This design comes from an exercise in tuning for small area on the open sky130 flow, not from production work.
In this exercise RTL edits were held to simulation tests only and were not proved equivalent to the original.
No activity file was given, so power comes from the tool's default toggle rates.

File: design/flow/design.v
package calc_pkg;
  typedef logic [3:0] key_code_t;
  typedef enum logic [1:0] {
    op_add,
    op_sub,
    op_mul,
    op_div
  } op_t;
  typedef struct packed {
    logic      valid;
    key_code_t code;
  } key_event_t;
  typedef enum logic [2:0] {
    st_idle,
    st_a_one,
    st_a_two,
    st_op_set,
    st_b_one,
    st_b_two,
    st_result
  } calc_state_t;
  typedef enum logic [2:0] {
    act_none,
    act_clear,
    act_load_a,
    act_append_a,
    act_set_op,
    act_load_b,
    act_append_b,
    act_commit
  } calc_action_t;
  typedef logic [8-1:0] operand_t;
  typedef logic [16-1:0]  result_t;
endpackage
package display_pkg;
  typedef logic [3:0] bcd_digit_t;
  typedef struct packed {
    bcd_digit_t thousands;
    bcd_digit_t hundreds;
    bcd_digit_t tens;
    bcd_digit_t ones;
  } display_word_t;
endpackage
`timescale 1ns/1ps
module key_debounce (
  input  logic clk,
  input  logic rst_n,
  input  logic started,
  input  logic button,
  output logic press
);
  localparam logic [16:0] lfsr_last = 17'h0546b;
  localparam logic [16:0] inv       = 17'b0_1010_1010_1010_1010;
  logic [16:0] timer_q;
  logic [16:0] timer;
  logic [16:0] timer_next;
  logic        level;
  logic        level_q;
  logic        diff;
  logic        last;
  logic        run;
  assign timer = timer_q ^ inv;
  assign diff  = button ^ level;
  assign last  = started && (timer == lfsr_last);
  assign run   = diff && !last;
  always_comb begin
    timer_next[0] = run && (!started || !(timer[16] ^ timer[13]));
    for (int i = 1; i < 17; i++) timer_next[i] = run && started && timer[i-1];
  end
  always_ff @(posedge clk) timer_q <= timer_next ^ inv;
  always_ff @(posedge clk or negedge rst_n) begin
    if (!rst_n) begin
      level   <= 1'b0;
      level_q <= 1'b0;
      press   <= 1'b0;
    end else begin
      if (diff && last) level <= button;
      level_q <= level;
      press   <= level & ~level_q;
    end
  end
endmodule
`timescale 1ns/1ps
module calc_fsm (
  input  logic       clk,
  input  logic       rst_n,
  input  logic       key_valid,
  input  logic [3:0] key_code,
  input  logic       equals,
  input  logic       save,
  output logic [2:0] act,
  output logic [3:0] code_q,
  output logic       store_write
);
  localparam logic [2:0] st_idle = 3'd0, st_a_one = 3'd1, st_a_two = 3'd2,
                         st_op_set = 3'd3, st_b_one = 3'd4, st_b_two = 3'd5,
                         st_result = 3'd6;
  localparam logic [2:0] act_none = 3'd0, act_clear = 3'd1, act_load = 3'd2,
                         act_shift = 3'd3, act_commit_a2 = 3'd4,
                         act_commit_b1 = 3'd5, act_commit_b2 = 3'd6;
  logic [2:0] state;
  logic [2:0] state_next;
  logic [2:0] act_next;
  logic       is_digit;
  logic       is_oper;
  assign is_digit = key_valid && (key_code <= 4'd9);
  assign is_oper  = key_valid && (key_code >= 4'ha) && (key_code <= 4'hd);
  always_comb begin
    state_next = state;
    act_next   = act_none;
    if (equals) begin
      case (state)
        st_a_one: state_next = st_result;
        st_a_two: begin state_next = st_result; act_next = act_commit_a2; end
        st_b_one: begin state_next = st_result; act_next = act_commit_b1; end
        st_b_two: begin state_next = st_result; act_next = act_commit_b2; end
        st_op_set: begin state_next = st_idle; act_next = act_clear; end
        default: ;
      endcase
    end else if (is_oper) begin
      if (state == st_a_one || state == st_a_two || state == st_result) begin
        state_next = st_op_set;
        act_next   = act_shift;
      end
    end else if (is_digit) begin
      case (state)
        st_idle, st_result: begin state_next = st_a_one; act_next = act_load; end
        st_a_one: begin state_next = st_a_two; act_next = act_shift; end
        st_op_set: begin state_next = st_b_one; act_next = act_shift; end
        st_b_one: begin state_next = st_b_two; act_next = act_shift; end
        default: ;
      endcase
    end
  end
  always_ff @(posedge clk or negedge rst_n) begin
    if (!rst_n) begin
      state       <= st_idle;
      act         <= act_none;
      store_write <= 1'b0;
    end else begin
      state       <= state_next;
      act         <= act_next;
      store_write <= save && (state == st_result);
    end
  end
  always_ff @(posedge clk) code_q <= key_code;
endmodule
`timescale 1ns/1ps
module calc_datapath (
  input  logic [1:0]  op,
  input  logic [6:0]  a,
  input  logic [6:0]  b,
  output logic [13:0] result
);
  function automatic logic [15:0] radd(input logic [15:0] x, input logic [15:0] y, input logic cin);
    logic c;
    c = cin;
    for (int i = 0; i < 16; i++) begin
      radd[i] = x[i] ^ y[i] ^ c;
      c = (x[i] & y[i]) | (c & (x[i] ^ y[i]));
    end
  endfunction
  logic        sub;
  logic [7:0]  sum;
  logic [13:0] prod;
  logic [6:0]  quot;
  logic        neg;
  assign sub = (op == 2'd1);
  always_comb begin
    logic [15:0] s;
    s   = radd({9'd0, a}, {9'd0, b ^ {7{sub}}}, sub);
    sum = {s[7] ^ sub, s[6:0]};
  end
  assign neg = sub & sum[7];
  logic [2:0] hi5;
  assign hi5 = {~(sum[7] ^ (sum[6] & sum[5])), sum[6] ^ sum[5], ~sum[5]};
  always_comb begin
    logic [15:0] acc;
    acc = {9'd0, a & {7{b[0]}}};
    for (int i = 1; i < 7; i++) begin
      logic [15:0] s;
      s = radd({9'd0, acc[i +: 7]}, {9'd0, a & {7{b[i]}}}, 1'b0);
      acc[i +: 8] = s[7:0];
    end
    prod = acc[13:0];
  end
  always_comb begin
    logic [6:0] rem;
    rem = 7'd0;
    for (int i = 6; i >= 0; i--) begin
      logic [6:0] p, d;
      logic       bw, fits;
      p  = {rem[5:0], a[i]};
      bw = 1'b0;
      for (int j = 0; j < 7; j++) begin
        if (j < 7 - i) begin
          d[j] = p[j] ^ b[j] ^ bw;
          bw   = (~p[j] & b[j]) | (bw & ~(p[j] ^ b[j]));
        end else begin
          d[j] = 1'b0;
        end
      end
      fits = ~bw;
      for (int j = 7 - i; j < 7; j++) fits = fits & ~b[j];
      quot[i] = fits;
      for (int j = 0; j < 7; j++) rem[j] = (j < 7 - i) ? (fits ? d[j] : p[j]) : 1'b0;
    end
  end
  always_comb begin
    case (op)
      2'd0: result = {6'd0, sum};
      2'd1: result = neg ? {6'b010101, hi5, sum[4:0]} : {7'd0, sum[6:0]};
      2'd2: result = prod;
      default: result = {7'd0, quot & {7{|b}}};
    endcase
  end
endmodule
`timescale 1ns/1ps
module display_formatter (
  input  logic [13:0] value,
  output logic [15:0] bcd
);
  function automatic logic [3:0] add3(input logic [3:0] x);
    add3[3] = x[3] | (x[2] & x[0]) | (x[2] & x[1]);
    add3[2] = (x[3] & x[0]) | (x[2] & ~x[1] & ~x[0]);
    add3[1] = (x[3] & ~x[0]) | (~x[2] & x[1]) | (x[1] & x[0]);
    add3[0] = (x[3] & ~x[0]) | (~x[3] & ~x[2] & x[0]) | (x[2] & x[1] & ~x[0]);
  endfunction
  always_comb begin
    logic [29:0] w;
    w = {16'd0, value};
    for (int i = 0; i < 14; i++) begin
      if (i >= 3)  w[17:14] = add3(w[17:14]);
      if (i >= 6)  w[21:18] = add3(w[21:18]);
      if (i >= 9)  w[25:22] = add3(w[25:22]);
      if (i >= 12) w[29:26] = add3(w[29:26]);
      w = w << 1;
    end
    bcd = w[29:14];
  end
endmodule
`timescale 1ns/1ps
module result_store (
  input  logic        clk,
  input  logic        rst_n,
  input  logic        write,
  input  logic [15:0] data,
  input  logic        page_up,
  input  logic        page_down,
  output logic [15:0] read
);
  logic [15:0] mem [4];
  logic [1:0]  wr_ptr;
  logic        wrapped;
  logic [1:0]  page;
  always_ff @(posedge clk) begin
    if (write) mem[wr_ptr] <= data;
  end
  always_ff @(posedge clk or negedge rst_n) begin
    if (!rst_n) begin
      wr_ptr  <= 2'd0;
      wrapped <= 1'b0;
    end else if (write) begin
      wr_ptr <= wr_ptr + 2'd1;
      if (wr_ptr == 2'd3) wrapped <= 1'b1;
    end
  end
  always_ff @(posedge clk or negedge rst_n) begin
    if (!rst_n) begin
      page <= 2'd0;
    end else if (page_up && !page_down) begin
      page <= page - 2'd1;
    end else if (page_down && !page_up) begin
      page <= page + 2'd1;
    end
  end
  logic [3:0] show;
  always_comb begin
    for (int k = 0; k < 4; k++) show[k] = (page == 2'(k)) && (wrapped || 2'(k) < wr_ptr);
  end
  assign read = ({16{show[0]}} & mem[0]) | ({16{show[1]}} & mem[1]) |
                ({16{show[2]}} & mem[2]) | ({16{show[3]}} & mem[3]);
endmodule
`timescale 1ns/1ps
module calc_top (
  input  logic        clk,
  input  logic        rst_n,
  input  logic        key_valid,
  input  logic [3:0]  key_code,
  input  logic        equals,
  input  logic        save,
  input  logic        page_up,
  input  logic        page_down,
  output logic [15:0] out1,
  output logic [15:0] out2
);
  localparam logic [2:0] act_none = 3'd0, act_clear = 3'd1, act_load = 3'd2,
                         act_shift = 3'd3, act_commit_a2 = 3'd4,
                         act_commit_b1 = 3'd5, act_commit_b2 = 3'd6;
  function automatic logic [15:0] radd(input logic [15:0] x, input logic [15:0] y, input logic cin);
    logic c;
    c = cin;
    for (int i = 0; i < 16; i++) begin
      radd[i] = x[i] ^ y[i] ^ c;
      c = (x[i] & y[i]) | (c & (x[i] ^ y[i]));
    end
  endfunction
  function automatic logic [6:0] dec2(input logic [3:0] t, input logic [3:0] o);
    logic [15:0] s;
    s = radd({11'd0, t, 1'b0}, {12'd0, o}, 1'b0);
    s = radd({9'd0, t, 3'b0}, s, 1'b0);
    dec2 = s[6:0];
  endfunction
  logic        started;
  logic        save_press;
  logic        page_up_press;
  logic        page_down_press;
  logic [2:0]  act;
  logic [3:0]  code_q;
  logic        store_write;
  logic [3:0]  a_tens;
  logic [15:0] last_result;
  logic [15:0] stored;
  logic [3:0]  at, ao, bt, bo, opc;
  logic [1:0]  op;
  logic [6:0]  a, b;
  logic [13:0] result;
  logic [15:0] result_bcd;
  always_ff @(posedge clk or negedge rst_n) begin
    if (!rst_n) started <= 1'b0;
    else        started <= 1'b1;
  end
  key_debounce save_db0 (.clk(clk), .rst_n(rst_n), .started(started), .button(save), .press(save_press));
  key_debounce page_up_db0 (.clk(clk), .rst_n(rst_n), .started(started), .button(page_up), .press(page_up_press));
  key_debounce page_down_db0 (.clk(clk), .rst_n(rst_n), .started(started), .button(page_down), .press(page_down_press));
  calc_fsm fsm0 (
    .clk(clk), .rst_n(rst_n), .key_valid(key_valid), .key_code(key_code),
    .equals(equals), .save(save_press), .act(act), .code_q(code_q),
    .store_write(store_write)
  );
  always_comb begin
    at = 4'd0; ao = 4'd0; bt = out1[7:4]; bo = out1[3:0]; opc = 4'ha;
    if (act == act_commit_b1) begin
      at = out1[15:12]; ao = out1[11:8]; bt = 4'd0; opc = out1[7:4];
    end else if (act == act_commit_b2) begin
      at = a_tens; ao = out1[15:12]; opc = out1[11:8];
    end
  end
  assign op = {~opc[1], opc[0]};
  assign a  = dec2(at, ao);
  assign b  = dec2(bt, bo);
  calc_datapath datapath0 (.op(op), .a(a), .b(b), .result(result));
  display_formatter formatter0 (.value(result), .bcd(result_bcd));
  always_ff @(posedge clk or negedge rst_n) begin
    if (!rst_n) begin
      out1        <= 16'd0;
      last_result <= 16'd0;
    end else begin
      case (act)
        act_clear: out1 <= 16'd0;
        act_load:  out1 <= {12'd0, code_q};
        act_shift: out1 <= {out1[11:0], code_q};
        act_commit_a2, act_commit_b1, act_commit_b2: begin
          out1        <= result_bcd;
          last_result <= result_bcd;
        end
        default: ;
      endcase
    end
  end
  always_ff @(posedge clk) begin
    if (act == act_shift) a_tens <= out1[15:12];
  end
  result_store store0 (
    .clk(clk), .rst_n(rst_n), .write(store_write), .data(last_result),
    .page_up(page_up_press), .page_down(page_down_press), .read(stored)
  );
  assign out2 = stored;
endmodule
`timescale 1ns/1ps
module calc_chip (
  input  logic        clk,
  input  logic        rst_n,
  input  logic        key_valid,
  input  logic [3:0]  key_code,
  input  logic        equals,
  input  logic        save,
  input  logic        page_up,
  input  logic        page_down,
  output logic [15:0] out1,
  output logic [15:0] out2
);
  calc_top top0 (
    .clk       (clk),
    .rst_n     (rst_n),
    .key_valid (key_valid),
    .key_code  (key_code),
    .equals    (equals),
    .save      (save),
    .page_up   (page_up),
    .page_down (page_down),
    .out1      (out1),
    .out2      (out2)
  );
endmodule
File: design/flow/flow/run.sh
#!/bin/bash
# Own layout flow: the standard ORFS flow, with a synthesis script that
# differs from the standard one only in technology mapping (full adders only
# from extract_fa, and an area-oriented ABC script). Registers, flattening and
# renaming are as in the standard synthesis.
set -euo pipefail
HERE=$(pwd)
OWN=$HERE/flow
mkdir -p $HERE/own

# the standard synthesis script of this ORFS, with the two mapping changes
sed -e 's|^  extract_fa {\*}\[dont_use_extract_fa_args\]$|  extract_fa -fa|' \
    -e 's|^  log_cmd abc {\*}\$abc_args$|  log_cmd abc -script $::env(OWN_ABC_SCRIPT) {*}[lrange $abc_args 2 end]|' \
    $FLOW_HOME/scripts/synth.tcl > $HERE/own/synth_mod.tcl
grep -q '^  extract_fa -fa$' $HERE/own/synth_mod.tcl
grep -q 'OWN_ABC_SCRIPT' $HERE/own/synth_mod.tcl
sed -e "s|source \$::env(SCRIPTS_DIR)/synth.tcl|source $HERE/own/synth_mod.tcl|" synth_recipe.tcl > $HERE/own/synth_own.tcl
grep -q synth_mod.tcl $HERE/own/synth_own.tcl
export OWN_ABC_SCRIPT=$OWN/abc_own.script

# The standard flow's make command line, with our synthesis script
CMD=$(grep '^make ' standard.sh)
CMD=${CMD//SYNTH_SCRIPT=$HERE\/synth_recipe.tcl/SYNTH_SCRIPT=$HERE/own/synth_own.tcl}
CMD=${CMD//\"\$\{@:-finish\}\"/}
echo "$CMD $(cat $OWN/make_args.txt 2>/dev/null) finish" > $HERE/own_make_cmd.log
eval "$CMD $(cat $OWN/make_args.txt 2>/dev/null) finish" > $HERE/own_make.log 2>&1

B=$HERE/orfs/results/$FLOW_PLATFORM/calc_chip/base
: # left out here: write the final layout as DEF
File: design/flow/flow/abc_own.script
strash
&get -n
&st
&dch
&nf -R 1000
&put
topo
File: design/flow/flow/make_args.txt
BUFFER_PORTS_ARGS="-buffer_cell sky130_fd_sc_hd__buf_1" CTS_ARGS="-sink_clustering_enable -repair_clock_nets -buf_list sky130_fd_sc_hd__clkbuf_8 -sink_clustering_size 20 -dont_use_dummy_load"
File: design/flow/standard.sh
#!/bin/bash
# synth_recipe.tcl (not shown) runs the flow's synth.tcl, then flattens the netlist and writes it again
# the make line also repeats each setting of config.mk as NAME=value (left out here)
make -C /OpenROAD-flow-scripts/flow DESIGN_CONFIG=/design/flow/config.mk WORK_HOME=/design/flow/orfs CLKGATE_MAP_FILE= SYNTH_SCRIPT=/design/flow/synth_recipe.tcl "${@:-finish}"
File: design/flow/config.mk
export PLATFORM = sky130hd
export DESIGN_NAME = calc_chip
export DESIGN_NICKNAME = calc_chip
export VERILOG_FILES = /design/flow/design.v
export SDC_FILE = /design/flow/constraint.sdc
export NUM_CORES = 4
export LEC_CHECK = 0
export CAP_MARGIN = 20
export CORE_MARGIN = 2
export CORE_UTILIZATION = 65
export SLEW_MARGIN = 20
File: design/flow/constraint.sdc
create_clock -name core_clock -period 45.0 [get_ports {clk}]
set_input_delay 9.0000 -clock core_clock [delete_from_list [all_inputs] [get_ports {clk}]]
set_output_delay 9.0000 -clock core_clock [all_outputs]
set_load 0.01 [all_outputs]
==> notes.md, run 1 <==
clock input transition at the sequential cells of the worst setup and hold paths=0.09 ns; Ant. Diodes=0; Die Y-Extent=126.6 um; internal power=401.9 uW; highest-count cells in the layout ignoring fill and taps=sky130_fd_sc_hd__nand2_1 (176), sky130_fd_sc_hd__nor2_1 (131), sky130_fd_sc_hd__edfxtp_1 (68); number of buffers created by CTS=17; nets in the synthesized netlist=1034; number of sinks on the clock net=177; total count of hold-check failures in the final report=0; most repeated library cell on the critical path=sky130_fd_sc_hd__fa_1; sum of negative setup slack=0 ns; clock root buffer master=sky130_fd_sc_hd__clkbuf_8; max-slew violations=0; final setup margin=30.10 ns; pin count of the biggest net entering global routing=55; count of non-filler cells in the finished layout=1210; combinational group share of total power=0.617; number of gates given a new drive strength after cts=0; total vias in the final route=7540; full die area=16030 um2; Req. time, crit path=45.35 ns; cell accounting for the most synthesized area=sky130_fd_sc_hd__edfxtp_1; clock tree buffer depth=2; number of synthesized flops with an enable pin=68; RSZ-0062 raised after global routing=no; nets@finish=1103; total cell area at the placement stage=10240 um2; antenna violation net count after detailed routing=0; total wirelength of the detailed-routed design=21680 um; Ports=43; Post-CTS Hold Fix Bufs=0; tightest slew margin relative to the limit=0.3002; width of the die=126.6 um; total instance count after detailed placement=1193; Yosys Warn Count=6; worst setup path category=flip-flop to flip-flop; number of port buffers=42; slew at the pin with the worst max-slew slack=1.044 ns; via count of the first global-routing pass=7422; Clk Latency, worst-skew pair=0.45 ns; number of post-CTS setup repair buffers=0; endpoint type of the worst setup path=flip-flop; wire length of the first global-routing pass=35650 um; Final Cycle Share=0.3311; FMAX=0.06713 GHz; top flip-flop cell by instance count after synthesis=sky130_fd_sc_hd__edfxtp_1; final weighted congestion in routability-driven placement=0.8968; power per cell area=71.16 nW/um2; number of instances in the synthesized netlist=959; power after layout=745.3 uW; Synth cell types=53; Layout Skew=0.03925 ns; Synth top area share=0.2090; status=timing/DRC/antenna clean; worst stage delay on the critical path=0.58 ns; Startpoint Class=flip-flop; most common cell after layout, fill and taps aside=sky130_fd_sc_hd__nand2_1; remaining global-route overflow=0; peak supply drop=0.06482 mV; post-detailed-route DRC marker count=0; number of violations of the max-capacitance limit=0; row cnt=44; sw power=343.4 uW; initial antenna violation count=0; via-per-instance ratio=6.231; part of the power in registers=0.277; Syn-to-layout area delta=7.197%; leakage power figure=0.004183 uW; Post-Place Setup Slack=30.15 ns; Area contributors post-synth=sky130_fd_sc_hd__edfxtp_1 (21%), sky130_fd_sc_hd__dfrtp_1 (14%), sky130_fd_sc_hd__fa_1 (13%); number of DRC violations after detailed-routing iteration 0=650; level count of the clock H-tree=4; final non-filler cell area=10470 um2; final worst path period need=14.90 ns; FFs w/ async S/R, synth=0.3051; mean instance size in the synthesized netlist=10.19 um2; starting utilization of the core area=0.6696; WL/cell=17.92 um; all-layer global routing usage=0.2823; portion of total power attributed to the clock network=0.106; total standard cell area after synthesis=9769 um2; net switching share of the total power=0.4608; critical path arrival=15.25 ns; CTS tree=built; Crit Path Max Fanout=10; HP Class=flip-flop to flip-flop; total setup violations reported at the end of the flow=0; total half-perimeter wirelength after legalization and detailed placement=16380 um; placeable core region=14590 um2; iteration count of the initial detailed-routing pass=5; slowest cell on the critical path=sky130_fd_sc_hd__fa_1; post-synthesis sequential element count=177; share of layout cells above drive strength 1=0.03021; fraction of the yosys area taken by sequential cells=0.4600
routing by layer:
| metal | GRT usage | vias up | routed length, um |
|---|---|---|---|
| met5 | 0 | - | 0 |
| met4 | 0.1041 | 0 | 520 |
| met3 | 0.04597 | 40 | 1187 |
| met2 | 0.4722 | 268 | 10730 |
| met1 | 0.3765 | 3720 | 9236 |
| li1 | - | 3512 | - |
power groups by stage:
| stage | registers [uW] | clock network [uW] | logic, uW |
|---|---|---|---|
| 3_5_place_dp | 209 | 0 | 455 |
| 4_1_cts | 206 | 80.6 | 456 |
| 3_3_place_gp | 208 | 0 | 429 |
| 6_report | 207 | 79.0 | 460 |
| 2_1_floorplan | 206 | 0 | 348 |
| 5_1_grt | 208 | 86.3 | 518 |
cell usage after synthesis (17+ instances only):
cell type,number
sky130_fd_sc_hd__a21o_1,17
sky130_fd_sc_hd__nor2_1,133
sky130_fd_sc_hd__a21oi_1,34
sky130_fd_sc_hd__dfxtp_1,55
sky130_fd_sc_hd__xnor2_1,30
sky130_fd_sc_hd__fa_1,64
sky130_fd_sc_hd__o21ai_0,28
sky130_fd_sc_hd__and2_0,18
sky130_fd_sc_hd__nand2_1,176
sky130_fd_sc_hd__edfxtp_1,68
sky130_fd_sc_hd__nor2b_1,21
sky130_fd_sc_hd__dfrtp_1,54
sky130_fd_sc_hd__clkinv_1,37
critical path, delay by kind of cell (launching register included):
kind / cells / cell delay (ns)
fa+ha+maj: 17 / 7.62
compound gates: 13 / 3.26
simple gates: 14 / 2.96
flops: 1 / 0.45
xor+xnor: 2 / 0.30
buf+inv: 3 / 0.20
state kept, by name (all words and copies together) (netlist names), 3 cells and up:
signal,flops
top0.fsm0.state,3
top0.out1,16
top0.store0.mem,64
top0.page_down_db0.timer_q,17
top0.a_tens,4
top0.fsm0.act,3
top0.page_up_db0.timer_q,17
top0.last_result,16
top0.save_db0.timer_q,17
top0.fsm0.code_q,4
worst paths after layout:
kind	cells after the start	end	slack [ns]	start
setup / recovery	49	top0.out1[9]	30.10	top0.fsm0.act[2]
hold / removal	1	top0.save_db0.timer_q[15]	0.37	top0.save_db0.timer_q[14]
setup reg to reg	49	top0.out1[9]	30.10	top0.fsm0.act[2]
hold reg to reg	1	top0.save_db0.timer_q[15]	0.37	top0.save_db0.timer_q[14]
max in group asynchronous	2	top0.out1[10]	35.84	rst_n
min in group asynchronous	2	top0.page_up_db0.level	8.68	rst_n
final cells by class:
cell class | instances | area (um2)
Timing Repair Buffer | 50 | 219.0
Sequential cell | 177 | 4494
Clock buffer | 17 | 234.0
Tap cell | 184 | 230.2
Fill cell | 1066 | 4116
Multi-Input combinational cell | 745 | 5156
Inverter | 37 | 138.9
through the flow:
step / hold slack [ns] / utilization
3_5_place_dp: 0.3691 / 0.7016
2_1_floorplan: 0.3527 / -
3_3_place_gp: 0.3563 / 0.7016
4_1_cts: 0.3664 / 0.7177
5_1_grt: 0.3839 / 0.7178
6_report: 0.3674 / 0.7178
cells by family after synthesis:
kind of cell / Yosys count / share of synthesized area
AO/OA/AOI/OAI: 181 / 0.1310
adder cells (fa/ha/maj): 68 / 0.1352
AND/OR/NAND/NOR: 432 / 0.1983
XOR/XNOR: 45 / 0.04034
buffers and inverters: 37 / 0.01422
other: 1 / 0.0003839
multiplexers: 18 / 0.02049
flip-flops: 177 / 0.4600
==> run 2, diff against run 1 <==
--- a/design/flow/config.mk
+++ b/design/flow/config.mk
@@ -9,3 +9,3 @@
 export CORE_MARGIN = 2
-export CORE_UTILIZATION = 65
+export CORE_UTILIZATION = 40
 export SLEW_MARGIN = 20
==> run 2 against run 1 <==
  * Total power fell by 0.94%
  * Synthesized cell count did not move
  * Register-to-register slack barely moved
  * Hold slack improved by 0.0033 ns
==> notes.md, run 2 <==
antenna violation net count after detailed routing=0 (unchanged); via count of the first global-routing pass=6985 (-5.9%); final weighted congestion in routability-driven placement=0.8462 (-5.6%); Ant. Diodes=0 (unchanged); pin count of the biggest net entering global routing=55 (unchanged); Crit Path Max Fanout=10 (unchanged); Synth cell types=53 (unchanged); most common cell after layout, fill and taps aside=sky130_fd_sc_hd__nand2_1; via-per-instance ratio=5.294 (-15%); full die area=25690 um2 (+60%); Ports=43 (unchanged); tightest slew margin relative to the limit=0.3826 (+0.08240); iteration count of the initial detailed-routing pass=7 (+2); sequential cell area in the final layout=4494 um2 (unchanged); worst stage delay on the critical path=0.62 ns (+0.04 ns); total instance count after detailed placement=1335 (+12%); highest-count cells in the layout ignoring fill and taps=sky130_fd_sc_hd__nand2_1 (176), sky130_fd_sc_hd__nor2_1 (132), sky130_fd_sc_hd__edfxtp_1 (68); clock root buffer master=sky130_fd_sc_hd__clkbuf_8; critical path arrival=15.27 ns (+0.02 ns); number of synthesized flops with an enable pin=68 (unchanged); Clk Latency, worst-skew pair=0.45 ns (about the same); Die Y-Extent=160.3 um (+27%); total setup violations reported at the end of the flow=0 (unchanged); clock input transition at the sequential cells of the worst setup and hold paths=0.07 ns (-0.02 ns); Req. time, crit path=45.37 ns (+0.02 ns); remaining global-route overflow=0 (unchanged); row cnt=57 (+30%); width of the die=160.3 um (+27%); share of layout cells above drive strength 1=0.03113 (+0.0009140); post-detailed-route DRC marker count=0 (unchanged); post-synthesis sequential element count=177 (unchanged); total wirelength of the detailed-routed design=21120 um (-2.6%); leading cell type by number of instances after synthesis=sky130_fd_sc_hd__nand2_1; level count of the clock H-tree=4 (unchanged); leakage power figure=0.004199 uW (+0.38%); worst setup path category=flip-flop to flip-flop; Final Cycle Share=0.3311 (about the same); power after layout=738.2 uW (-0.94%); total count of hold-check failures in the final report=0 (unchanged); Syn-to-layout area delta=9.183%; number of instances in the synthesized netlist=959 (unchanged); WL/cell=15.62 um (-13%); RSZ-0062 raised after global routing=no; total standard cell area after synthesis=9769 um2 (unchanged); Worst Path Buf+Inv=3 (unchanged); mean instance size in the synthesized netlist=10.19 um2 (unchanged); endpoint type of the worst setup path=flip-flop; sum of negative setup slack=0 ns (unchanged); cell accounting for the most synthesized area=sky130_fd_sc_hd__edfxtp_1; power per cell area=69.21 nW/um2 (-2.7%); Worst path top cell family by delay=adder cells; Synth top area share=0.2090 (unchanged); Yosys Warn Count=6 (unchanged); HP Class=flip-flop to flip-flop; wire length of the first global-routing pass=35480 um (-0.49%); max-slew violations=0 (unchanged); total vias in the final route=7157 (-5.1%); top cells by count, synth=sky130_fd_sc_hd__nand2_1 (176), sky130_fd_sc_hd__nor2_1 (133), sky130_fd_sc_hd__edfxtp_1 (68); max reg flops=64 (unchanged); clock tree buffer depth=2 (unchanged); register with the most flip-flops=top0.store0.mem; hold_ws=0.3707 ns (+0.003258 ns); area of combinational cells with multiple inputs=5160 um2 (about the same); number of port buffers=42 (unchanged); FMAX=0.06711 GHz (about the same); FFs w/ async S/R, synth=0.3051 (unchanged); number of buffers created by CTS=17 (unchanged); Layout fillers=2297 (+120%); number of violations of the max-capacitance limit=0 (unchanged); Layout Skew=0.03638 ns (-0.002868 ns); Area contributors post-synth=sky130_fd_sc_hd__edfxtp_1 (21%), sky130_fd_sc_hd__dfrtp_1 (14%), sky130_fd_sc_hd__fa_1 (13%); placeable core region=24180 um2 (+66%); peak supply drop=0.1046 mV (+61%); Startpoint Class=flip-flop; number of DRC violations after detailed-routing iteration 0=599 (-7.8%); post-layout util=0.4412 (-0.2767); CTS tree=built; count of non-filler cells in the finished layout=1352 (+12%); nets in the synthesized netlist=1034 (unchanged); all-layer global routing usage=0.1723 (-0.1100); nets@finish=1105 (+0.18%); starting utilization of the core area=0.4041 (-0.2656); slew at the pin with the worst max-slew slack=0.9226 ns (-0.1213 ns); fraction of the yosys area taken by sequential cells=0.4600 (unchanged); status=timing/DRC/antenna clean; initial antenna violation count=0 (unchanged); most repeated library cell on the critical path=sky130_fd_sc_hd__fa_1; final worst path period need=14.90 ns (+0.003400 ns); top flip-flop cell by instance count after synthesis=sky130_fd_sc_hd__edfxtp_1; total half-perimeter wirelength after legalization and detailed placement=15730 um (-3.9%); number of sinks on the clock net=177 (unchanged); number of post-CTS setup repair buffers=0 (unchanged); slowest cell on the critical path=sky130_fd_sc_hd__fa_1; Post-CTS Hold Fix Bufs=0 (unchanged); number of gates given a new drive strength after cts=0 (unchanged)
[run 2: power breakdown]
part           leakage, uW  internal, uW  switching (uW)
logic              0.00228           179             272
registers          0.00180           188            19.4
clock network     0.000122          33.4            46.5
[run 2: stage by stage]
stage	area (um2)	worst slack, ns
after detailed placement	10430	30.10
after floorplan	9769	31.47
final	10670	30.10
after CTS	10670	30.06
after global routing	10670	28.88
after global placement	10430	30.39
[run 2: final timing paths]
kind / endpoint / start / slack (ns) / cells after the start
worst min-delay path: top0.page_down_db0.timer_q[5] / top0.page_down_db0.timer_q[4] / 0.37 / 1
worst min register to register: top0.page_down_db0.timer_q[5] / top0.page_down_db0.timer_q[4] / 0.37 / 1
worst max-delay path: top0.out1[9] / top0.fsm0.act[2] / 30.10 / 49
max in group asynchronous: top0.save_db0.level / rst_n / 35.81 / 2
worst max register to register: top0.out1[9] / top0.fsm0.act[2] / 30.10 / 49
min in group asynchronous: top0.last_result[2] / rst_n / 8.69 / 2
[run 2: area by class of cell]
| cell class | instances | share of cell area |
|---|---|---|
| multi-input combinational | 745 | 0.4838 |
| sequential | 177 | 0.4213 |
| tap | 324 | 0.03801 |
| clock buffer | 17 | 0.02194 |
| timing repair buffer | 52 | 0.02194 |
| inverter | 37 | 0.01302 |
[run 2: routing by layer]
layer,vias up,GRT usage,part of all wire
li1,3522,-,-
met3,14,0.03195,0.043
met5,-,0,0
met2,126,0.2802,0.47
met1,3495,0.2422,0.48
met4,0,0.03645,0.0057
[run 2: cell families (layout without fill, tap and decap cells)]
family          count (synthesis)  after routing  synth area share
buf+inv                        37            106           0.01422
compound gates                181            181            0.1310
flops                         177            177            0.4600
other cells                     1              1         0.0003839
xor+xnor                       45             45           0.04034
mux                            18             18           0.02049
simple gates                  432            432            0.1983
fa+ha+maj                      68             68            0.1352
==> run 3, diff against run 2 <==
==> design/flow/flow/make_args.txt (replaced) <==
BUFFER_PORTS_ARGS="-buffer_cell sky130_fd_sc_hd__buf_1" CTS_ARGS="-sink_clustering_enable -repair_clock_nets -buf_list sky130_fd_sc_hd__clkbuf_8 -sink_clustering_size 30 -sink_clustering_max_diameter 100 -sink_clustering_levels 1 -dont_use_dummy_load"
==> run 3 against run 2 <==
  * First-iteration DRC count is the same
  * Worst setup slack is the same
  * Global-route usage is the same
  * Critical endpoint unchanged
  * Maximum frequency is the same
  * Cell count is the same
  * Die area is the same
  * Clock power is essentially flat
  * Highest routed layer unchanged
==> notes.md, run 3 <==
leading cell type by number of instances after synthesis=sky130_fd_sc_hd__nand2_1; Area contributors post-synth=sky130_fd_sc_hd__edfxtp_1 (21%), sky130_fd_sc_hd__dfrtp_1 (14%), sky130_fd_sc_hd__fa_1 (13%); wire length of the first global-routing pass=35480 um (unchanged); Startpoint Class=flip-flop; leakage power figure=0.004199 uW (unchanged); final weighted congestion in routability-driven placement=0.8462 (unchanged); number of gates given a new drive strength after cts=0 (unchanged); peak supply drop=0.1046 mV (unchanged); Yosys Warn Count=6 (unchanged); total setup violations reported at the end of the flow=0 (unchanged); post-detailed-route DRC marker count=0 (unchanged); width of the die=160.3 um (unchanged); RSZ-0062 raised after global routing=no; Syn-to-layout area delta=9.183% (unchanged); pin count of the biggest net entering global routing=55 (unchanged); Layout Skew=0.03638 ns (unchanged); Req. time, crit path=45.37 ns (about the same); initial antenna violation count=0 (unchanged); all-layer global routing usage=0.1723 (unchanged); nets@finish=1105 (unchanged); Synth cell types=53 (unchanged); row cnt=57 (unchanged); total count of hold-check failures in the final report=0 (unchanged); detailed-route wire length on metal 1=10160 um (unchanged); Layout fillers=2297 (unchanged); mean instance size in the synthesized netlist=10.19 um2 (unchanged); Clk Latency, worst-skew pair=0.45 ns (about the same); power per cell area=69.21 nW/um2 (unchanged); clock root buffer master=sky130_fd_sc_hd__clkbuf_8; antenna violation net count after detailed routing=0 (unchanged); worst stage delay on the critical path=0.62 ns (about the same); number of synthesized flops with an enable pin=68 (unchanged); Die Y-Extent=160.3 um (unchanged); highest-count cells in the layout ignoring fill and taps=sky130_fd_sc_hd__nand2_1 (176), sky130_fd_sc_hd__nor2_1 (132), sky130_fd_sc_hd__edfxtp_1 (68); met2 routed WL=9926 um (unchanged); number of port buffers=42 (unchanged); final worst path period need=14.90 ns (unchanged); critical path arrival=15.27 ns (about the same); sum of negative setup slack=0 ns (unchanged); via count of the first global-routing pass=6985 (unchanged); WL/cell=15.62 um (unchanged); total cell area at the placement stage=10430 um2 (unchanged); number of buffers created by CTS=17 (unchanged); tightest slew margin relative to the limit=0.3826 (unchanged); Final Cycle Share=0.3311 (unchanged); total half-perimeter wirelength after legalization and detailed placement=15730 um (unchanged); final non-filler cell area=10670 um2 (unchanged); post-synthesis sequential element count=177 (unchanged); Synth top area share=0.2090 (unchanged); Post-Place Setup Slack=30.10 ns (unchanged); Ant. Diodes=0 (unchanged); FFs w/ async S/R, synth=0.3051 (unchanged); total wirelength of the detailed-routed design=21120 um (unchanged); placeable core region=24180 um2 (unchanged); most common cell after layout, fill and taps aside=sky130_fd_sc_hd__nand2_1; hold_ws=0.3707 ns (unchanged); number of violations of the max-capacitance limit=0 (unchanged); max reg flops=64 (unchanged); status=timing/DRC/antenna clean; register with the most flip-flops=top0.store0.mem; number of instances in the synthesized netlist=959 (unchanged); number of post-CTS setup repair buffers=0 (unchanged); clock tree buffer depth=2 (unchanged); cell accounting for the most synthesized area=sky130_fd_sc_hd__edfxtp_1; number of sinks on the clock net=177 (unchanged); level count of the clock H-tree=4 (unchanged); full die area=25690 um2 (unchanged); starting utilization of the core area=0.4041 (unchanged); nets in the synthesized netlist=1034 (unchanged); highest routed metal layer=met4; iteration count of the initial detailed-routing pass=7 (unchanged); slowest cell on the critical path=sky130_fd_sc_hd__fa_1; max-slew violations=0 (unchanged); Crit Path Max Fanout=10 (unchanged); top cells by count, synth=sky130_fd_sc_hd__nand2_1 (176), sky130_fd_sc_hd__nor2_1 (133), sky130_fd_sc_hd__edfxtp_1 (68); top flip-flop cell by instance count after synthesis=sky130_fd_sc_hd__edfxtp_1; met3 wire length=918 um (unchanged); CTS tree=built; most repeated library cell on the critical path=sky130_fd_sc_hd__fa_1; final setup margin=30.10 ns (unchanged); fraction of the yosys area taken by sequential cells=0.4600 (unchanged); total vias in the final route=7157 (unchanged); endpoint type of the worst setup path=flip-flop; slew at the pin with the worst max-slew slack=0.9226 ns (unchanged); via-per-instance ratio=5.294 (unchanged); Ports=43 (unchanged); worst setup path category=flip-flop to flip-flop; remaining global-route overflow=0 (unchanged); Post-CTS Hold Fix Bufs=0 (unchanged); total standard cell area after synthesis=9769 um2 (unchanged); clock input transition at the sequential cells of the worst setup and hold paths=0.07 ns (about the same); number of DRC violations after detailed-routing iteration 0=599 (unchanged); power after layout=738.2 uW (unchanged); share of layout cells above drive strength 1=0.03113 (unchanged); HP Class=flip-flop to flip-flop; FMAX=0.06711 GHz (unchanged)
run 3: cell counts in the layout (fill, tap and decap cells not counted):
Identical to the previous run, type by type.
run 3: final timing paths:
path | startpoint | to | slack, ns | depth (start not counted)
setup / recovery | top0.fsm0.act[2] | top0.out1[9] | 30.10 | 49
hold / removal | top0.page_down_db0.timer_q[4] | top0.page_down_db0.timer_q[5] | 0.37 | 1
setup reg to reg | top0.fsm0.act[2] | top0.out1[9] | 30.10 | 49
hold reg to reg | top0.page_down_db0.timer_q[4] | top0.page_down_db0.timer_q[5] | 0.37 | 1
max in group asynchronous | rst_n | top0.save_db0.level | 35.81 | 2
min in group asynchronous | rst_n | top0.last_result[2] | 8.69 | 2
run 3: layer usage:
layer	up-vias	GRT usage
met1	3495	0.2422
met5	-	0
met2	126	0.2802
li1	3522	-
met4	0	0.03645
met3	14	0.03195
run 3: power by group:
| group | leakage (uW) | switching [uW] | internal, uW |
|---|---|---|---|
| Clock | 0.000122 | 46.5 | 33.4 |
| Sequential | 0.00180 | 19.4 | 188 |
| Combinational | 0.00228 | 272 | 179 |
run 3: kinds of logic (layout without fill, tap and decap cells):
group,Yosys count,count (layout),synth area share
xor+xnor,45,45,0.04034
simple gates,432,432,0.1983
other cells,1,1,0.0003839
mux,18,18,0.02049
compound gates,181,181,0.1310
fa+ha+maj,68,68,0.1352
flops,177,177,0.4600
buf+inv,37,106,0.01422
run 3: area by class of cell:
| class | count | area (um2) | area share |
|---|---|---|---|
| inverters | 37 | 138.9 | 0.01302 |
| flip-flops and latches | 177 | 4494 | 0.4213 |
| clock buffers | 17 | 234.0 | 0.02194 |
| repair buffers | 52 | 234.0 | 0.02194 |
| multi-input cells | 745 | 5160 | 0.4838 |
| well taps | 324 | 405.4 | 0.03801 |
run 3: metrics by stage:
stage	instances	utilization
final	1352	0.4412
after global routing	1352	0.4412
after CTS	1352	0.4412
after detailed placement	1335	0.4315
after global placement	1335	0.4314
after floorplan	959	-
run 3: critical path, delay by kind of cell (launching register included):
family,cells,cell delay [ns]
compound gates,13,3.30
buf+inv,3,0.21
flops,1,0.46
xor+xnor,1,0.12
simple gates,15,3.07
fa+ha+maj,17,7.71
==> run 4, diff against run 3 <==
--- a/design/flow/design.v
+++ b/design/flow/design.v
@@ -91,8 +91,8 @@
   output logic [2:0] act,
-  output logic [3:0] code_q,
+  output logic       in_b_two,
   output logic       store_write
 );
-  localparam logic [2:0] st_idle = 3'd0, st_a_one = 3'd1, st_a_two = 3'd2,
-                         st_op_set = 3'd3, st_b_one = 3'd4, st_b_two = 3'd5,
-                         st_result = 3'd6;
+  localparam logic [2:0] st_idle = 3'd0, st_a_one = 3'd1, st_a_two = 3'd7,
+                         st_op_set = 3'd2, st_b_one = 3'd3, st_b_two = 3'd6,
+                         st_result = 3'd5;
   localparam logic [2:0] act_none = 3'd0, act_clear = 3'd1, act_load = 3'd2,
@@ -145,3 +145,3 @@
   end
-  always_ff @(posedge clk) code_q <= key_code;
+  assign in_b_two = (state == st_b_two);
 endmodule
@@ -318,5 +318,5 @@
   logic [2:0]  act;
-  logic [3:0]  code_q;
+  logic        in_b_two;
   logic        store_write;
-  logic [3:0]  a_tens;
+  logic [3:0]  keep;
   logic [15:0] last_result;
@@ -337,3 +337,3 @@
     .clk(clk), .rst_n(rst_n), .key_valid(key_valid), .key_code(key_code),
-    .equals(equals), .save(save_press), .act(act), .code_q(code_q),
+    .equals(equals), .save(save_press), .act(act), .in_b_two(in_b_two),
     .store_write(store_write)
@@ -345,3 +345,3 @@
     end else if (act == act_commit_b2) begin
-      at = a_tens; ao = out1[15:12]; opc = out1[11:8];
+      at = keep; ao = out1[15:12]; opc = out1[11:8];
     end
@@ -355,4 +355,3 @@
     if (!rst_n) begin
-      out1        <= 16'd0;
-      last_result <= 16'd0;
+      out1 <= 16'd0;
     end else begin
@@ -360,8 +359,5 @@
         act_clear: out1 <= 16'd0;
-        act_load:  out1 <= {12'd0, code_q};
-        act_shift: out1 <= {out1[11:0], code_q};
-        act_commit_a2, act_commit_b1, act_commit_b2: begin
-          out1        <= result_bcd;
-          last_result <= result_bcd;
-        end
+        act_load:  out1 <= {12'd0, keep};
+        act_shift: out1 <= {out1[11:0], keep};
+        act_commit_a2, act_commit_b1, act_commit_b2: out1 <= result_bcd;
         default: ;
@@ -371,3 +367,8 @@
   always_ff @(posedge clk) begin
-    if (act == act_shift) a_tens <= out1[15:12];
+    if (!started) last_result <= 16'd0;
+    else if (act == act_commit_a2 || act == act_commit_b1 || act == act_commit_b2) last_result <= result_bcd;
+  end
+  always_ff @(posedge clk) begin
+    if (!in_b_two) keep <= key_code;
+    else if (act == act_shift) keep <= out1[15:12];
   end
==> design/flow/flow/make_args.txt (replaced) <==
BUFFER_PORTS_ARGS="-buffer_cell sky130_fd_sc_hd__buf_1" CTS_ARGS="-sink_clustering_enable -repair_clock_nets -buf_list sky130_fd_sc_hd__clkbuf_8 -sink_clustering_size 20 -dont_use_dummy_load"
--- a/design/flow/config.mk
+++ b/design/flow/config.mk
@@ -7,5 +7,5 @@
 export LEC_CHECK = 0
-export CAP_MARGIN = 20
+export CAP_MARGIN = 0
 export CORE_MARGIN = 2
 export CORE_UTILIZATION = 40
-export SLEW_MARGIN = 20
+export SLEW_MARGIN = 0
==> run 4 against run 3 <==
  * Critical endpoint is now top0.out1[14]
  * Synthesized area decreased by 0.73%
  * Count of clock-buffer cells in the layout unchanged
  * Hold slack got worse by 0.026 ns
  * Critical path depth decreased by 2
  * Combinational power increased by 5.1%
  * Wire length increased by 2.7%
  * Highest routed layer unchanged
==> notes.md, run 4 <==
status=timing/DRC/antenna clean; Worst Path Buf+Inv=3 (unchanged); placeable core region=23610 um2 (-2.3%); iteration count of the initial detailed-routing pass=8 (+1); number of port buffers=42 (unchanged); clock tree buffer depth=2 (unchanged); highest-count cells in the layout ignoring fill and taps=sky130_fd_sc_hd__nand2_1 (178), sky130_fd_sc_hd__nor2_1 (130), sky130_fd_sc_hd__edfxtp_1 (68); final setup margin=29.32 ns (-0.7802 ns); share of cell area taken by muxes after synthesis=0.02284 (+0.002344); post-layout util=0.4476 (+0.006463); number of violations of the max-capacitance limit=0 (unchanged); sequential cell area in the final layout=4334 um2 (-3.6%); via count of the first global-routing pass=6897 (-1.3%); RSZ-0062 raised after global routing=no; antenna violation net count after detailed routing=0 (unchanged); Post-CTS Hold Fix Bufs=0 (unchanged); mean instance size in the synthesized netlist=9.947 um2 (-2.4%); all-layer global routing usage=0.1729 (+0.0005585); WL/cell=15.93 um (+2.0%); total count of hold-check failures in the final report=0 (unchanged); row cnt=56 (-1.8%); pin count of the biggest net entering global routing=39 (-29%); cell accounting for the most synthesized area=sky130_fd_sc_hd__edfxtp_1; top cells by count, synth=sky130_fd_sc_hd__nand2_1 (178), sky130_fd_sc_hd__nor2_1 (131), sky130_fd_sc_hd__edfxtp_1 (68); Final Cycle Share=0.3485 (+0.01734); number of instances in the synthesized netlist=975 (+1.7%); Ant. Diodes=0 (unchanged); share of layout cells above drive strength 1=0.02876 (-0.002365); Req. time, crit path=45.32 ns (-0.05 ns); starting utilization of the core area=0.4107 (+0.006636); Worst path top cell family by delay=adder cells; leakage power figure=0.003861 uW (-8.1%); slowest cell on the critical path=sky130_fd_sc_hd__clkinv_1; clock input transition at the sequential cells of the worst setup and hold paths=0.10 ns (+0.03 ns); via-per-instance ratio=5.333 (+0.74%); number of DRC violations after detailed-routing iteration 0=465 (-22%); nets in the synthesized netlist=1050 (+1.5%); number of gates given a new drive strength after cts=0 (unchanged); Layout Skew=0.03792 ns (+0.001538 ns); final worst path period need=15.68 ns (+0.7802 ns); power per cell area=70.54 nW/um2 (+1.9%); remaining global-route overflow=0 (unchanged); CTS tree=built; Clk Latency, worst-skew pair=0.44 ns (about the same); hold_ws=0.3448 ns (-0.02589 ns); endpoint type of the worst setup path=flip-flop; clock root buffer master=sky130_fd_sc_hd__clkbuf_8; number of post-CTS setup repair buffers=0 (unchanged); Adder-Cell Fraction of Synth Area=0.1342 (-0.001070); number of buffers created by CTS=17 (unchanged); number of synthesized flops with an enable pin=68 (unchanged); total standard cell area after synthesis=9698 um2 (-0.73%); sum of negative setup slack=0 ns (unchanged); Compound-Gate Fraction of Synth Area=0.1311 (about the same); most common cell after layout, fill and taps aside=sky130_fd_sc_hd__nand2_1; FFs w/ async S/R, synth=0.2197 (-0.08543); Crit Path Max Fanout=10 (unchanged); register with the most flip-flops=top0.store0.mem; most repeated library cell on the critical path=sky130_fd_sc_hd__fa_1; Startpoint Class=flip-flop; width of the die=159.7 um (-0.36%); simple-gate area share of the yosys netlist=0.2124 (+0.01410); total half-perimeter wirelength after legalization and detailed placement=16070 um (+2.2%); Yosys Warn Count=6 (unchanged); post-detailed-route DRC marker count=0 (unchanged); total setup violations reported at the end of the flow=0 (unchanged); top flip-flop cell by instance count after synthesis=sky130_fd_sc_hd__edfxtp_1; slew at the pin with the worst max-slew slack=1.099 ns (+0.1763 ns); full die area=25510 um2 (-0.71%); tightest slew margin relative to the limit=0.2617 (-0.1209); area of combinational cells with multiple inputs=5238 um2 (+1.5%); worst stage delay on the critical path=0.64 ns (+0.02 ns); nets@finish=1120 (+1.4%); Post-Synth XOR/XNOR Area=0.03793 (-0.002413); max reg flops=64 (unchanged); Post-Place Setup Slack=29.33 ns (-0.7656 ns); number of sinks on the clock net=173 (-2.3%); post-synthesis sequential element count=173 (-2.3%); total vias in the final route=7263 (+1.5%); Ports=43 (unchanged); Synth cell types=51 (-3.8%); level count of the clock H-tree=4 (unchanged); total wirelength of the detailed-routed design=21700 um (+2.7%); max-slew violations=0 (unchanged); peak supply drop=0.1352 mV (+29%); Die Y-Extent=159.7 um (-0.36%); wire length of the first global-routing pass=35580 um (+0.27%); FMAX=0.06377 GHz (-5.0%); initial antenna violation count=0 (unchanged); critical path arrival=16.00 ns (+0.73 ns); worst setup path category=flip-flop to flip-flop; main combinational cell family by area after synthesis=simple AND/OR/NAND/NOR gates; Syn-to-layout area delta=8.992%; Synth top area share=0.2106 (+0.001537); Layout fillers=2287 (-0.44%); Area contributors post-synth=sky130_fd_sc_hd__edfxtp_1 (21%), sky130_fd_sc_hd__dfxtp_1 (14%), sky130_fd_sc_hd__fa_1 (13%); leading cell type by number of instances after synthesis=sky130_fd_sc_hd__nand2_1; final weighted congestion in routability-driven placement=0.8373 (-1.1%); fraction of the yosys area taken by sequential cells=0.4469 (-0.01313); HP Class=flip-flop to flip-flop
## run 4: logic make-up (layout without fill, tap and decap cells)
group / count (synthesis) / in the layout
AOI/OAI and AO/OA: 184 / 184
buffers and inverters: 37 / 105
adders and majority gates: 66 / 66
and+or+nand+nor: 452 / 452
muxes: 20 / 20
DFF: 173 / 173
xor gates and xnor gates: 42 / 42
other: 1 / 1
## run 4: worst paths after layout
| kind | start | endpoint | slack [ns] | cells past startpoint |
|---|---|---|---|---|
| max | top0.fsm0.act[1] | top0.out1[14] | 29.32 | 47 |
| min | top0.page_down_db0.timer_q[14] | top0.page_down_db0.timer_q[15] | 0.34 | 1 |
| max reg2reg | top0.fsm0.act[1] | top0.out1[14] | 29.32 | 47 |
| min reg2reg | top0.page_down_db0.timer_q[14] | top0.page_down_db0.timer_q[15] | 0.34 | 1 |
| max in group asynchronous | rst_n | top0.fsm0.act[1] | 35.59 | 1 |
| min in group asynchronous | rst_n | top0.page_down_db0.level_q | 8.73 | 1 |
## run 4: routing by layer
metal | part of all wire | global-route usage | routed length [um] | up-vias
met2 | 0.47 | 0.2830 | 10130 | 124
met1 | 0.49 | 0.2468 | 10600 | 3548
li1 | - | - | - | 3585
met4 | 0.0041 | 0.02645 | 89 | 0
met3 | 0.041 | 0.02883 | 883 | 6
met5 | 0 | 0 | 0 | -
## run 4: worst reg2reg max path: cells and delay by family (launching register included)
| kind | cells | cell delay (ns) |
|---|---|---|
| xor gates and xnor gates | 1 | 0.18 |
| and+or+nand+nor | 18 | 4.89 |
| adders and majority gates | 16 | 7.05 |
| DFF | 1 | 0.44 |
| AOI/OAI and AO/OA | 9 | 2.20 |
| buffers and inverters | 3 | 0.85 |
## run 4: per-stage QoR
| stage | total power (uW) | cell area (um2) | std cells |
|---|---|---|---|
| after floorplan | 560.4 | 9698 | 975 |
| after global placement | 656.8 | 10340 | 1345 |
| after detailed placement | 668.4 | 10340 | 1345 |
| after CTS | 748.0 | 10570 | 1362 |
| after global routing | 821.8 | 10570 | 1362 |
| final | 745.6 | 10570 | 1362 |
## run 4: final cells by class
| type | instances | area share |
|---|---|---|
| well taps | 319 | 0.03776 |
| inverters | 37 | 0.01314 |
| clock buffers | 17 | 0.02214 |
| repair buffers | 51 | 0.02143 |
| flip-flops and latches | 173 | 0.4100 |
| multi-input cells | 765 | 0.4955 |
## run 4: power by group
| group | internal [uW] | total [uW] | leakage (uW) | switching, uW |
|---|---|---|---|---|
| combinational | 191 | 474 | 0.00211 | 284 |
| sequential | 178 | 193 | 0.00163 | 15.5 |
| clock | 33.4 | 78.0 | 0.000122 | 44.6 |
| total | 402 | 746 | 0.00386 | 344 |
==> run 5, diff against run 4 <==
--- a/design/flow/config.mk
+++ b/design/flow/config.mk
@@ -7,5 +7,7 @@
 export LEC_CHECK = 0
-export CAP_MARGIN = 0
+export CAP_MARGIN = 20
 export CORE_MARGIN = 2
 export CORE_UTILIZATION = 40
-export SLEW_MARGIN = 0
+export GPL_ROUTABILITY_DRIVEN = 0
+export GPL_TIMING_DRIVEN = 0
+export SLEW_MARGIN = 20
==> run 5 against run 4 <==
  * Critical endpoint is now top0.last_result[9]
  * Largest cell class unchanged
  * Synthesized cell count unchanged
  * Sequential power about the same
  * Count of clock-buffer cells in the layout unchanged
  * Register-to-register slack got worse by 0.28 ns
  * Core utilization increased by 0.10 points
  * Non-clock buffer count decreased by 3
  * Wire length decreased by 1.4%
  * Highest routed layer unchanged
  * Via count increased by 0.17%
  * Maximum frequency decreased by 1.7%
==> notes.md, run 5 <==
initial antenna violation count=0 (unchanged); number of DRC violations after detailed-routing iteration 0=525 (+13%); iteration count of the initial detailed-routing pass=7 (-1); total count of hold-check failures in the final report=0 (unchanged); Area contributors post-synth=sky130_fd_sc_hd__edfxtp_1 (21%), sky130_fd_sc_hd__dfxtp_1 (14%), sky130_fd_sc_hd__fa_1 (13%); sw power=339.6 uW (-1.2%); simple-gate area share of the yosys netlist=0.2124 (unchanged); width of the die=159.7 um (unchanged); hold_ws=0.3696 ns (+0.02476 ns); part of the power in registers=0.265 (+0.006); via-per-instance ratio=5.353 (+0.39%); highest-count cells in the layout ignoring fill and taps=sky130_fd_sc_hd__nand2_1 (178), sky130_fd_sc_hd__nor2_1 (128), sky130_fd_sc_hd__edfxtp_1 (68); highest routed metal layer=met4; mean instance size in the synthesized netlist=9.947 um2 (unchanged); number of buffers created by CTS=17 (unchanged); status=timing/DRC/antenna clean; worst stage delay on the critical path=0.66 ns (+0.02 ns); internal power=400.4 uW (-0.39%); CTS tree=built; total cell area at the placement stage=10360 um2 (+0.21%); total half-perimeter wirelength after legalization and detailed placement=16180 um (+0.68%); antenna violation net count after detailed routing=0 (unchanged); FFs w/ async S/R, synth=0.2197 (unchanged); most repeated library cell on the critical path=sky130_fd_sc_hd__fa_1; number of port buffers=42 (unchanged); leading cell type by number of instances after synthesis=sky130_fd_sc_hd__nand2_1; number of synthesized flops with an enable pin=68 (unchanged); final worst path period need=15.96 ns (+0.2761 ns); Clk Latency, worst-skew pair=0.45 ns (about the same); power per cell area=69.85 nW/um2 (-0.97%); cell accounting for the most synthesized area=sky130_fd_sc_hd__edfxtp_1; nets in the synthesized netlist=1050 (unchanged); share of layout cells above drive strength 1=0.03077 (+0.002006); clock root buffer master=sky130_fd_sc_hd__clkbuf_8; Req. time, crit path=45.40 ns (+0.08 ns); row cnt=56 (unchanged); detailed-route wire length on metal 1=10360 um (-2.2%); Ports=43 (unchanged); critical path arrival=16.35 ns (+0.35 ns); Post-CTS Hold Fix Bufs=0 (unchanged); number of sinks on the clock net=173 (unchanged); Synth cell types=51 (unchanged); Compound-Gate Fraction of Synth Area=0.1311 (unchanged); Syn-to-layout area delta=9.237%; placeable core region=23610 um2 (unchanged); post-layout util=0.4487 (+0.001007); total standard cell area after synthesis=9698 um2 (unchanged); FMAX=0.06267 GHz (-1.7%); level count of the clock H-tree=4 (unchanged); post-detailed-route DRC marker count=0 (unchanged); sum of negative setup slack=0 ns (unchanged); met2 routed WL=10080 um (-0.43%); total instance count after detailed placement=1342 (-0.22%); Adder-Cell Fraction of Synth Area=0.1342 (unchanged); Ant. Diodes=0 (unchanged); via count of the first global-routing pass=6963 (+0.96%); most common cell after layout, fill and taps aside=sky130_fd_sc_hd__nand2_1; max-slew violations=0 (unchanged); peak supply drop=0.1005 mV (-26%); HP Class=flip-flop to flip-flop; post-synthesis sequential element count=173 (unchanged); endpoint type of the worst setup path=flip-flop; Post-Synth XOR/XNOR Area=0.03793 (unchanged); Die Y-Extent=159.7 um (unchanged); number of gates given a new drive strength after cts=0 (unchanged); total setup violations reported at the end of the flow=0 (unchanged); register-to-register path setup slack=29.04 ns (-0.28 ns); total wirelength of the detailed-routed design=21390 um (-1.4%); Layout fillers=2276 (-0.48%); WL/cell=15.74 um (-1.2%); tightest slew margin relative to the limit=0.3877 (+0.1260); starting utilization of the core area=0.4107 (unchanged); Final Cycle Share=0.3546 (+0.006136); net switching share of the total power=0.4589 (-0.001944); Synth top area share=0.2106 (unchanged); clock tree buffer depth=2 (unchanged); met3 wire length=737 um (-17%); combinational group share of total power=0.629 (-0.007); share of cell area taken by muxes after synthesis=0.02284 (unchanged); top flip-flop cell by instance count after synthesis=sky130_fd_sc_hd__edfxtp_1; full die area=25510 um2 (unchanged); pin count of the biggest net entering global routing=30 (-23%); number of post-CTS setup repair buffers=0 (unchanged); top cells by count, synth=sky130_fd_sc_hd__nand2_1 (178), sky130_fd_sc_hd__nor2_1 (131), sky130_fd_sc_hd__edfxtp_1 (68); Yosys Warn Count=6 (unchanged); slew at the pin with the worst max-slew slack=0.9184 ns (-0.1806 ns); slowest cell on the critical path=sky130_fd_sc_hd__clkinv_1; Layout Skew=0.03324 ns (-0.004686 ns); leakage power figure=0.003861 uW (about the same); total vias in the final route=7275 (+0.17%); remaining global-route overflow=0 (unchanged); wire length of the first global-routing pass=36100 um (+1.5%); all-layer global routing usage=0.1754 (+0.002485); number of instances in the synthesized netlist=975 (unchanged); worst setup path category=flip-flop to flip-flop; number of violations of the max-capacitance limit=0 (unchanged); portion of total power attributed to the clock network=0.106 (about the same); clock input transition at the sequential cells of the worst setup and hold paths=0.09 ns (about the same); register with the most flip-flops=top0.store0.mem; RSZ-0062 raised after global routing=no; final non-filler cell area=10590 um2 (+0.23%); nets@finish=1117 (-0.27%); Startpoint Class=flip-flop; Crit Path Max Fanout=10 (unchanged); count of non-filler cells in the finished layout=1359 (-0.22%); main combinational cell family by area after synthesis=simple AND/OR/NAND/NOR gates; max reg flops=64 (unchanged); fraction of the yosys area taken by sequential cells=0.4469 (unchanged)
[run 5: final timing paths]
| check | start | depth (start not counted) | endpoint |
|---|---|---|---|
| max reg2reg | top0.fsm0.act[1] | 49 | top0.last_result[9] |
| min in group asynchronous | rst_n | 1 | top0.page_up_db0.level_q |
| min | top0.page_down_db0.timer_q[2] | 1 | top0.page_down_db0.timer_q[3] |
| min reg2reg | top0.page_down_db0.timer_q[2] | 1 | top0.page_down_db0.timer_q[3] |
| max in group asynchronous | rst_n | 2 | top0.save_db0.press |
| max | top0.fsm0.act[1] | 49 | top0.last_result[9] |
[run 5: final cells by class]
cell class                      count  area, um2  area share
Multi-Input combinational cell    765       5260      0.4965
Sequential cell                   173       4334      0.4091
Inverter                           37      138.9     0.01311
Clock buffer                       17      234.0     0.02209
Timing Repair Buffer               48      227.7     0.02150
Tap cell                          319      399.1     0.03768
[run 5: layer usage]
| layer | up-vias | GRT usage |
|---|---|---|
| li1 | 3588 | - |
| met1 | 3546 | 0.2485 |
| met2 | 124 | 0.2885 |
| met3 | 17 | 0.02416 |
| met4 | 0 | 0.03636 |
| met5 | - | 0 |
[run 5: metrics by stage]
step / total power (uW) / setup slack [ns]
6_report: 740.0 / 29.04
4_1_cts: 745.0 / 28.94
3_3_place_gp: 651.5 / 29.26
5_1_grt: 817.1 / 27.82
3_5_place_dp: 663.9 / 28.93
2_1_floorplan: 560.4 / 30.92
[run 5: cell families (layout without fill, tap and decap cells)]
kind of cell    Yosys count  count (layout)
compound gates          184             184
xor+xnor                 42              42
fa+ha+maj                66              66
buf+inv                  37             102
flops                   173             173
mux                      20              20
other cells               1               1
simple gates            452             452
[run 5: power by group through the flow]
stage / Combinational, uW / Clock (uW) / Sequential (uW)
global route: 531 / 87.5 / 198
CTS: 468 / 81.2 / 196
finish: 465 / 78.8 / 196
global placement: 453 / 0 / 198
floorplan: 366 / 0 / 194
detailed placement: 465 / 0 / 199
[run 5: worst max-delay path, delay by kind of cell, from the launching register on]
family / cells / cell delay [ns]
xor+xnor: 1 / 0.18
compound gates: 9 / 2.03
flops: 1 / 0.45
simple gates: 20 / 5.34
buf+inv: 3 / 0.87
fa+ha+maj: 16 / 7.08
==> run 6, diff against run 5 <==
--- a/design/flow/config.mk
+++ b/design/flow/config.mk
@@ -10,4 +10,2 @@
 export CORE_UTILIZATION = 40
-export GPL_ROUTABILITY_DRIVEN = 0
-export GPL_TIMING_DRIVEN = 0
 export SLEW_MARGIN = 20
==> run 6 against run 5 <==
  * Still clean
  * Maximum frequency grew 1.7%
  * Die area is the same
  * Clock skew grew 0.0047 ns
  * Hold slack lost 0.030 ns
  * Combinational power grew 2%
  * Largest cell class unchanged
  * Largest power group unchanged
==> notes.md, run 6 <==
most repeated library cell on the critical path=sky130_fd_sc_hd__fa_1; post-synthesis sequential element count=173 (unchanged); met3 wire length=818 um (+11%); Syn-to-layout area delta=9.044%; critical path arrival=16.02 ns (-0.33 ns); total setup violations reported at the end of the flow=0 (unchanged); tightest slew margin relative to the limit=0.3832 (-0.004529); Die Y-Extent=159.7 um (unchanged); cell accounting for the most synthesized area=sky130_fd_sc_hd__edfxtp_1; hold_ws=0.3394 ns (-0.03015 ns); slowest cell on the critical path=sky130_fd_sc_hd__clkinv_1; nets in the synthesized netlist=1050 (unchanged); remaining global-route overflow=0 (unchanged); number of port buffers=42 (unchanged); sum of negative setup slack=0 ns (unchanged); worst setup path category=flip-flop to flip-flop; Yosys Warn Count=6 (unchanged); Post-Place Setup Slack=29.33 ns (+0.3971 ns); level count of the clock H-tree=4 (unchanged); total vias in the final route=7277 (+0.027%); Synth top area share=0.2106 (unchanged); row cnt=56 (unchanged); mean instance size in the synthesized netlist=9.947 um2 (unchanged); total wirelength of the detailed-routed design=21690 um (+1.4%); Startpoint Class=flip-flop; iteration count of the initial detailed-routing pass=6 (-1); top cells by count, synth=sky130_fd_sc_hd__nand2_1 (178), sky130_fd_sc_hd__nor2_1 (131), sky130_fd_sc_hd__edfxtp_1 (68); power per cell area=70.58 nW/um2 (+1.0%); nets@finish=1121 (+0.36%); area of combinational cells with multiple inputs=5238 um2 (-0.43%); top flip-flop cell by instance count after synthesis=sky130_fd_sc_hd__edfxtp_1; width of the die=159.7 um (unchanged); Ant. Diodes=0 (unchanged); register with the most flip-flops=top0.store0.mem; RSZ-0062 raised after global routing=no; Synth cell types=51 (unchanged); total half-perimeter wirelength after legalization and detailed placement=16070 um (-0.67%); via-per-instance ratio=5.339 (-0.27%); power after layout=746.3 uW (+0.86%); clock tree buffer depth=2 (unchanged); WL/cell=15.92 um (+1.1%); final setup margin=29.31 ns (+0.2635 ns); max reg flops=64 (unchanged); share of layout cells above drive strength 1=0.02969 (-0.001076); Post-CTS Hold Fix Bufs=0 (unchanged); wire length of the first global-routing pass=35580 um (-1.5%); highest routed metal layer=met4; leakage power figure=0.003864 uW (about the same); highest-count cells in the layout ignoring fill and taps=sky130_fd_sc_hd__nand2_1 (178), sky130_fd_sc_hd__nor2_1 (130), sky130_fd_sc_hd__edfxtp_1 (68); number of violations of the max-capacitance limit=0 (unchanged); Clk Latency, worst-skew pair=0.44 ns (about the same); post-detailed-route DRC marker count=0 (unchanged); Req. time, crit path=45.32 ns (-0.08 ns); number of post-CTS setup repair buffers=0 (unchanged); Area contributors post-synth=sky130_fd_sc_hd__edfxtp_1 (21%), sky130_fd_sc_hd__dfxtp_1 (14%), sky130_fd_sc_hd__fa_1 (13%); Layout fillers=2288 (+0.53%); HP Class=flip-flop to flip-flop; CTS tree=built; status=timing/DRC/antenna clean; endpoint type of the worst setup path=flip-flop; number of DRC violations after detailed-routing iteration 0=484 (-7.8%); met2 routed WL=10180 um (+0.94%); Worst Path Buf+Inv=3 (unchanged); fraction of the yosys area taken by sequential cells=0.4469 (unchanged); number of buffers created by CTS=17 (unchanged); number of gates given a new drive strength after cts=0 (unchanged); peak supply drop=0.1350 mV (+34%); number of synthesized flops with an enable pin=68 (unchanged); number of sinks on the clock net=173 (unchanged); Ports=43 (unchanged); Layout Skew=0.03794 ns (+0.004700 ns); leading cell type by number of instances after synthesis=sky130_fd_sc_hd__nand2_1; clock input transition at the sequential cells of the worst setup and hold paths=0.10 ns (about the same); final weighted congestion in routability-driven placement=0.8373; worst stage delay on the critical path=0.64 ns (-0.02 ns); Crit Path Max Fanout=10 (unchanged); pin count of the biggest net entering global routing=39 (+30%); FMAX=0.06372 GHz (+1.7%); antenna violation net count after detailed routing=0 (unchanged); sequential cell area in the final layout=4334 um2 (unchanged); FFs w/ async S/R, synth=0.2197 (unchanged); clock root buffer master=sky130_fd_sc_hd__clkbuf_8; most common cell after layout, fill and taps aside=sky130_fd_sc_hd__nand2_1; number of instances in the synthesized netlist=975 (unchanged); slew at the pin with the worst max-slew slack=0.9242 ns (+0.005798 ns); max-slew violations=0 (unchanged); full die area=25510 um2 (unchanged); starting utilization of the core area=0.4107 (unchanged); all-layer global routing usage=0.1729 (-0.002485); total count of hold-check failures in the final report=0 (unchanged); via count of the first global-routing pass=6897 (-0.95%); final worst path period need=15.69 ns (-0.2635 ns); Worst path top cell family by delay=adder cells; Final Cycle Share=0.3487 (-0.005856); placeable core region=23610 um2 (unchanged); initial antenna violation count=0 (unchanged); total standard cell area after synthesis=9698 um2 (unchanged); detailed-route wire length on metal 1=10600 um (+2.3%)
==> run 6: cell types whose count changed in the layout (fill, tap and decap cells not counted) <==
cell | previous run | this run
sky130_fd_sc_hd__nor2_1 | 128 | 130
sky130_fd_sc_hd__nor3_2 | 2 | 0
sky130_fd_sc_hd__xnor2_2 | 1 | 0
sky130_fd_sc_hd__buf_6 | 3 | 0
sky130_fd_sc_hd__buf_2 | 1 | 2
sky130_fd_sc_hd__nor2_2 | 3 | 1
sky130_fd_sc_hd__xnor2_1 | 29 | 30
sky130_fd_sc_hd__buf_12 | 1 | 0
sky130_fd_sc_hd__buf_4 | 2 | 9
sky130_fd_sc_hd__nor3_1 | 18 | 20
==> run 6: final timing paths <==
check                                               start                              to  slack (ns)  cells past startpoint
hold / removal             top0.page_down_db0.timer_q[14]  top0.page_down_db0.timer_q[15]        0.34                      1
min in group asynchronous                           rst_n      top0.page_down_db0.level_q        8.69                      1
hold reg to reg            top0.page_down_db0.timer_q[14]  top0.page_down_db0.timer_q[15]        0.34                      1
setup / recovery                         top0.fsm0.act[1]                   top0.out1[14]       29.31                     47
max in group asynchronous                           rst_n                top0.fsm0.act[1]       35.70                      1
setup reg to reg                         top0.fsm0.act[1]                   top0.out1[14]       29.31                     47
==> run 6: routing by layer <==
layer  track usage  up-vias
met5             0        -
met4       0.02645        0
met3       0.02883        6
met2        0.2830      137
met1        0.2468     3544
li1              -     3590
==> run 6: kinds of logic after synthesis <==
logic type | count (synthesis) | share of synthesized area
other cells | 1 | 0.0003867
mux | 20 | 0.02284
xor+xnor | 42 | 0.03793
fa+ha+maj | 66 | 0.1342
buf+inv | 37 | 0.01432
compound gates | 184 | 0.1311
simple gates | 452 | 0.2124
flops | 173 | 0.4469
==> run 6: layout make-up <==
type / instances / area share
Multi-Input combinational cell: 765 / 0.4953
Clock buffer: 17 / 0.02212
Tap cell: 319 / 0.03774
Timing Repair Buffer: 52 / 0.02189
Sequential cell: 173 / 0.4098
Inverter: 37 / 0.01313
==> run 6: per-stage QoR <==
stage	cell area [um2]	util	instances
after detailed placement	10340	0.4377	1345
after global routing	10580	0.4479	1363
after global placement	10340	0.4377	1345
after CTS	10570	0.4476	1362
final	10580	0.4479	1363
after floorplan	9698	-	975
==> run 6: report_power, final <==
| group | switching, uW | internal, uW | total, uW |
|---|---|---|---|
| Sequential | 15.5 | 178 | 193 |
| Combinational | 284 | 191 | 475 |
| Clock | 44.6 | 33.4 | 78.0 |
| Total | 344 | 402 | 746 |

static timing again, ports no longer ideal:
The flow's constraints put no driver on any port. The routed layouts listed below were extracted and timed again, unchanged, in two steps.
Step 1 sets driving cells, clkbuf_16 on the clock port and buf_2 on the other inputs (assumed; they add their load-dependent delay and slew).
Step 2 also shifts input and output timing later by t, the mid clock arrival at the registers, as if the neighbouring blocks saw the same clock.
Slacks: ideal / step 1 / step 2; pairs: ideal / step 1.
run | t, ns | setup slack, ns | latest minus earliest clock arrival (ns) | worst data-port slew with drivers (ns)
run 1 | 0.468 | 30.103 / 30.103 / 30.103 | 0.039 / 0.039 | 0.03
run 2 | 0.468 | 30.099 / 30.099 / 30.099 | 0.040 / 0.040 | 0.05
run 3 | 0.468 | 30.099 / 30.099 / 30.099 | 0.040 / 0.040 | 0.05
run 4 | 0.454 | 29.319 / 29.319 / 29.319 | 0.040 / 0.040 | 0.06
run 5 | 0.474 | 29.043 / 29.043 / 29.043 | 0.034 / 0.033 | 0.05
run 6 | 0.456 | 29.306 / 29.306 / 29.306 | 0.040 / 0.040 | 0.06
After both steps every run listed still meets setup and hold.
